Context: an optimization exercise on an open-source flow, tuned for small area, a short achievable clock period and few clock cycles. The choices shown serve that exercise and are no tape-out recipe.
In this exercise RTL edits were held to simulation tests only and were not proved equivalent to the original.
Power and IR drop assume default switching activity.

## lane 1
Design mem_ctrl_top, start of the top module:
module mem_ctrl_top (
  input  logic        clk,
  input  logic        rst,
  input  logic        req_valid,
  output logic        req_ready,
  input  logic        req_we,
  input  logic [7:0]  req_addr,
  input  logic [31:0] req_wdata,
  input  logic [3:0]  req_be,
  output logic        rsp_valid,
  input  logic        rsp_ready,
  output logic [31:0] rsp_rdata,
  output logic        rsp_err,
  output logic        busy
);
Size: roughly 13000 cells after synthesis, roughly 7000 flip-flops, about 85 I/O pins, roughly 250000 um^2 of cells after synthesis.
Settings: LEC_CHECK=0, CAP_MARGIN=30, CORE_MARGIN=2, CORE_UTILIZATION=45, CTS_BUF_LIST=sky130_fd_sc_hd__clkbuf_8 sky130_fd_sc_hd__clkbuf_16, CTS_CLUSTER_DIAMETER=100, CTS_CLUSTER_SIZE=30, SETUP_SLACK_MARGIN=3.5, SLEW_MARGIN=40, SYNTH_MEMORY_MAX_BITS=8192; clock period 6.0 ns.
standard.sh (not shown) runs the stock make flow with config.mk's settings and CLKGATE_MAP_FILE= SYNTH_SCRIPT=/design/flow/synth_recipe.tcl, a recipe that flattens the netlist after the stock synthesis.
==> flow/flow/run.sh <==
#!/bin/bash
# Standard layout, except that after placement the registers that drive output ports are
# moved next to their output buffers (flow/move_out.tcl). Each tool's output goes to a log here.
set -euo pipefail
bash standard.sh place > log_place.txt 2>&1
res=orfs/results/${FLOW_PLATFORM}/mem_ctrl_top/base
PLACE_ODB=$res/3_place.odb openroad -no_init -exit flow/move_out.tcl > log_move_out.txt 2>&1
bash standard.sh finish > log_finish.txt 2>&1
==> flow/flow/move_out.tcl <==
# Move each register that drives an output port's buffer next to that buffer, so that the
# register-to-output path does not cross the die; then legalize the placement.
read_db $::env(PLACE_ODB)
set block [ord::get_db_block]
set moved 0
foreach bt [$block getBTerms] {
  if {[$bt getIoType] ne "OUTPUT"} continue
  set net [$bt getNet]
  if {$net eq "NULL"} continue
  set buf ""
  foreach it [$net getITerms] { if {[$it isOutputSignal]} { set buf [$it getInst] } }
  if {$buf eq ""} continue
  set in ""
  foreach it [$buf getITerms] { if {[$it isInputSignal]} { set in $it } }
  if {$in eq "" || [$in getNet] eq "NULL"} continue
  # walk back from the buffer through single-load inverters and buffers to a register
  set chain {}
  set ff ""
  while {1} {
    set inet [$in getNet]
    set drv ""
    set nload 0
    foreach it [$inet getITerms] {
      if {[$it isOutputSignal]} { set drv [$it getInst] } elseif {[$it isInputSignal]} { incr nload }
    }
    if {$drv eq "" || $nload != 1 || [llength [$inet getBTerms]] != 0} break
    set m [[$drv getMaster] getName]
    if {[string match "*__df*" $m]} { set ff $drv; break }
    if {![string match "*__inv_*" $m] && ![string match "*__buf_*" $m]} break
    lappend chain $drv
    set in ""
    foreach it [$drv getITerms] { if {[$it isInputSignal]} { set in $it } }
    if {$in eq "" || [$in getNet] eq "NULL"} break
  }
  if {$ff eq ""} continue
  set loc [$buf getLocation]
  $ff setLocation [lindex $loc 0] [lindex $loc 1]
  $ff setPlacementStatus PLACED
  foreach c $chain { $c setLocation [lindex $loc 0] [lindex $loc 1]; $c setPlacementStatus PLACED }
  incr moved
  puts "moved [$ff getName] to $loc for [$bt getName]"
}
puts "moved $moved registers"
detailed_placement
check_placement -verbose
write_db $::env(PLACE_ODB)
Testbench counts of lane 1, summed over its fixed seeds: cycles 4,824.
### lane 1 -> lane 2
# lane 1
export LEC_CHECK = 0
export CAP_MARGIN = 30
export CORE_MARGIN = 2
export CORE_UTILIZATION = 45
export CTS_BUF_LIST = sky130_fd_sc_hd__clkbuf_8 sky130_fd_sc_hd__clkbuf_16
export CTS_CLUSTER_DIAMETER = 100
export CTS_CLUSTER_SIZE = 30
export SETUP_SLACK_MARGIN = 3.5
export SLEW_MARGIN = 40
export SYNTH_MEMORY_MAX_BITS = 8192
create_clock -name core_clock -period 6.0 [get_ports {clk}]
# lane 2
export LEC_CHECK = 0
export CAP_MARGIN = 30
export CORE_MARGIN = 2
export CORE_UTILIZATION = 45
export CTS_BUF_LIST = sky130_fd_sc_hd__clkbuf_8 sky130_fd_sc_hd__clkbuf_16
export CTS_CLUSTER_DIAMETER = 100
export CTS_CLUSTER_SIZE = 30
export SETUP_SLACK_MARGIN = 3.3
export SLEW_MARGIN = 40
export SYNTH_MEMORY_MAX_BITS = 8192
create_clock -name core_clock -period 6.0 [get_ports {clk}]
## What came out
- Number of buffers and inverters on the critical path ends up higher on lane 1.
- For number of global-route vias before repair, lane 1 and lane 2 come out practically identical.
- Lane 2 against lane 1: first-iteration DRC count lower, area taken by multi-input logic gates lower, part of the cycle the worst path needs lower, layout net count lower.
- Lane 2 ended up with a higher routing usage on met3 than lane 1 did.
- Going from lane 1 to lane 2, worst setup slack moved up, data required time at the worst endpoint moved up.


== old ==
The RTL this note starts from:
==> flow/design.v <==
module mem_ctrl_param #(
  parameter int DATA_W = 8,
  parameter int ADDR_W = 8,
  parameter int DEPTH  = 256,
  parameter int RD_LAT = 1
) (
  input  logic                clk,
  input  logic                rst,
  input  logic                req_valid,
  output logic                req_ready,
  input  logic                req_we,
  input  logic [ADDR_W-1:0]   req_addr,
  input  logic [DATA_W-1:0]   req_wdata,
  input  logic [DATA_W/8-1:0] req_be,
  output logic                rsp_valid,
  input  logic                rsp_ready,
  output logic [DATA_W-1:0]   rsp_rdata,
  output logic                rsp_err,
  output logic                busy
);
  localparam int NB = DATA_W / 8;
  localparam int PB = 0;
  localparam int SW = DATA_W + PB;      
  localparam logic [ADDR_W:0] DEPTH_L = (ADDR_W+1)'(DEPTH);
  localparam int NG = 4;                            
  localparam int GS = (DEPTH + NG - 1) / NG;        
  localparam int QD = 4;
  localparam int OW = $clog2(QD + 1);
  logic              accept, take;
  logic              ready_q, busy_q;
  logic              full_q;            
  logic [OW-1:0]     outs_q, outs_d;
  logic              a_valid;           
  logic              a_wr;              
  logic              a_we, a_oor;
  logic [DEPTH-1:0]  a_sel;             
  logic [DATA_W-1:0] a_wdata;
  logic [NB-1:0]     a_be;
  logic              b_valid;
  logic              b_we, b_oor;
  logic [SW-1:0]     b_grp [NG];
  logic [DEPTH*SW-1:0] mem_flat;
  logic [SW-1:0]     grp_d [NG];
  logic [SW-1:0]     rd_word;
  logic [DATA_W-1:0] res_data;
  logic              res_err, rd_perr;
  logic [DATA_W-1:0] q_d [QD];
  logic              q_e [QD];
  logic              out_valid, out_err;
  logic [DATA_W-1:0] out_data;
  assign req_ready = ready_q;
  assign busy      = busy_q;
  assign rsp_valid = out_valid;
  assign rsp_rdata = out_data;
  assign rsp_err   = out_err;
  assign accept = req_valid && !full_q;
  assign take   = (q_n != '0) && rsp_ready;    
  always_ff @(posedge clk) begin
    a_wr    <= accept && req_we && ({1'b0, req_addr} < DEPTH_L);
    a_we    <= req_we;
    a_oor   <= ({1'b0, req_addr} >= DEPTH_L);
    a_wdata <= req_wdata;
    a_be    <= req_be;
    for (int w = 0; w < DEPTH; w++) a_sel[w] <= (req_addr == ADDR_W'(w));
  end
  for (genvar w = 0; w < DEPTH; w++) begin : g_word
    logic [SW-1:0] word_q;
    always_ff @(posedge clk) begin
      for (int b = 0; b < NB; b++) begin
        if (a_wr && a_sel[w] && a_be[b]) begin
          word_q[8*b +: 8] <= a_wdata[8*b +: 8];
          if (PB != 0) word_q[DATA_W + (b % (PB + 1))] <= ^a_wdata[8*b +: 8];
        end
      end
    end
    assign mem_flat[w*SW +: SW] = word_q;
  end
  always_comb begin
    for (int g = 0; g < NG; g++) begin
      grp_d[g] = '0;
      for (int w = g * GS; w < (g + 1) * GS && w < DEPTH; w++)
        grp_d[g] = grp_d[g] | ({SW{a_sel[w]}} & mem_flat[w*SW +: SW]);
    end
  end
  always_ff @(posedge clk) begin
    b_we  <= a_we;
    b_oor <= a_oor;
    for (int g = 0; g < NG; g++) b_grp[g] <= grp_d[g];
  end
  always_comb begin
    rd_word = '0;
    for (int g = 0; g < NG; g++) rd_word = rd_word | b_grp[g];
    rd_perr = 1'b0;
    for (int b = 0; b < PB; b++)
      rd_perr = rd_perr | (^{rd_word[8*b +: 8], rd_word[DATA_W + b]});
  end
  assign res_data = b_we ? '0 : rd_word[DATA_W-1:0];
  assign res_err  = b_oor || (!b_we && rd_perr);
  always_comb begin
    outs_d = outs_q + OW'(accept) - OW'(take);
  end
  always_ff @(posedge clk or posedge rst) begin
    if (rst) begin
      a_valid <= 1'b0;
      b_valid <= 1'b0;
      ready_q <= 1'b1;
      full_q  <= 1'b0;
      busy_q  <= 1'b0;
      outs_q  <= '0;
    end else begin
      a_valid <= accept;
      b_valid <= a_valid;
      ready_q <= (outs_d < OW'(QD));
      full_q  <= (outs_d >= OW'(QD));
      busy_q  <= (outs_d != '0);
      outs_q  <= outs_d;
    end
  end
  localparam int PW = $clog2(QD);
  logic [PW-1:0] wr_ptr, rd_ptr, rd_ptr_d;
  logic [OW-1:0] q_n, q_left;
  assign rd_ptr_d = rd_ptr + PW'(take);
  assign q_left   = q_n - OW'(take);
  always_ff @(posedge clk or posedge rst) begin
    if (rst) begin
      wr_ptr    <= '0;
      rd_ptr    <= '0;
      q_n       <= '0;
      out_valid <= 1'b0;
    end else begin
      wr_ptr    <= wr_ptr + PW'(b_valid);
      rd_ptr    <= rd_ptr_d;
      q_n       <= q_left + OW'(b_valid);
      out_valid <= (q_left != '0) || b_valid;
    end
  end
  always_ff @(posedge clk) begin
    if (b_valid) begin
      q_d[wr_ptr] <= res_data;
      q_e[wr_ptr] <= res_err;
    end
    if (q_left == '0) begin
      out_data <= res_data;
      out_err  <= res_err;
    end else begin
      out_data <= q_d[rd_ptr_d];
      out_err  <= q_e[rd_ptr_d];
    end
  end
endmodule
module mem_ctrl_top (
  input  logic        clk,
  input  logic        rst,
  input  logic        req_valid,
  output logic        req_ready,
  input  logic        req_we,
  input  logic [7:0]  req_addr,
  input  logic [31:0] req_wdata,
  input  logic [3:0]  req_be,
  output logic        rsp_valid,
  input  logic        rsp_ready,
  output logic [31:0] rsp_rdata,
  output logic        rsp_err,
  output logic        busy
);
  mem_ctrl_param #(.DATA_W(32), .ADDR_W(8), .DEPTH(200), .RD_LAT(3)) u_ctrl (
    .clk(clk), .rst(rst), .req_valid(req_valid), .req_ready(req_ready), .req_we(req_we),
    .req_addr(req_addr), .req_wdata(req_wdata), .req_be(req_be), .rsp_valid(rsp_valid),
    .rsp_ready(rsp_ready), .rsp_rdata(rsp_rdata), .rsp_err(rsp_err), .busy(busy));
endmodule
Settings: LEC_CHECK=0, CAP_MARGIN=30, CORE_MARGIN=2, CORE_UTILIZATION=45, CTS_BUF_LIST=sky130_fd_sc_hd__clkbuf_8 sky130_fd_sc_hd__clkbuf_16, CTS_CLUSTER_DIAMETER=100, CTS_CLUSTER_SIZE=30, SETUP_SLACK_MARGIN=3.3, SLEW_MARGIN=40, SYNTH_MEMORY_MAX_BITS=8192; clock period 6.0 ns.
run.sh (not shown) runs the stock make flow with config.mk's settings and CLKGATE_MAP_FILE= SYNTH_SCRIPT=/design/flow/synth_recipe.tcl, a recipe that flattens the netlist after the stock synthesis.
Stock flow here: none of the scripts above is used.
Testbench counts of old, summed over its fixed seeds: cycles 4,824.
What new does differently from old at the input level:
- SLEW_MARGIN changed from 40 to 20
- SETUP_SLACK_MARGIN changed from 3.3 to 3.0
- CAP_MARGIN changed from 30 to 20
## What came out
- Both conditions hold for new: the flow ran to the end and the final layout passed the timing, DRC and antenna checks.
- No stage failed in old, and the final checks on the layout all came back clean.
- [compare] base=old new=new: combinational cell fraction of total power saw a decrease, shortest period the worst path allows picked up an extra 0.093 ns, power -0.49 mW.
- req_ready as the last element of the critical path was reported by new, and rsp_rdata[26] by old.

-- afterwards: timing with drivers on the ports --
No port has a modelled driver above. Below, the same layouts with a new extraction and two added sets of constraints. Step 1, drivers: a clkbuf_16 drives clk and a buf_2 each remaining input, both assumed. Step 2 adds t to the input delays and takes it off the output delays; t is the mean of the earliest and latest rising clock arrival at the registers after step 1. Input paths then give back, and output paths get back, about the clock's delay inside the block. a / b / c = ideal ports / drivers / drivers and shift; a / b = the first two.
run	t, ns	setup WS [ns]	worst setup path at the end	worst slew at a driven data input, ns
lane 1	1.131	3.184 / 3.128 / 2.200	input to register	0.34
lane 2	1.123	3.224 / 3.115 / 2.453	input to register	0.36
old	1.130	3.072 / 2.934 / 2.458	input to register	0.35
new	1.131	2.978 / 2.877 / 2.088	input to register	0.37
After both steps every run listed still meets setup and hold. The setup slack of lane 1, which loses most, moves by -0.056 ns with the drivers and by -0.984 ns with both steps.
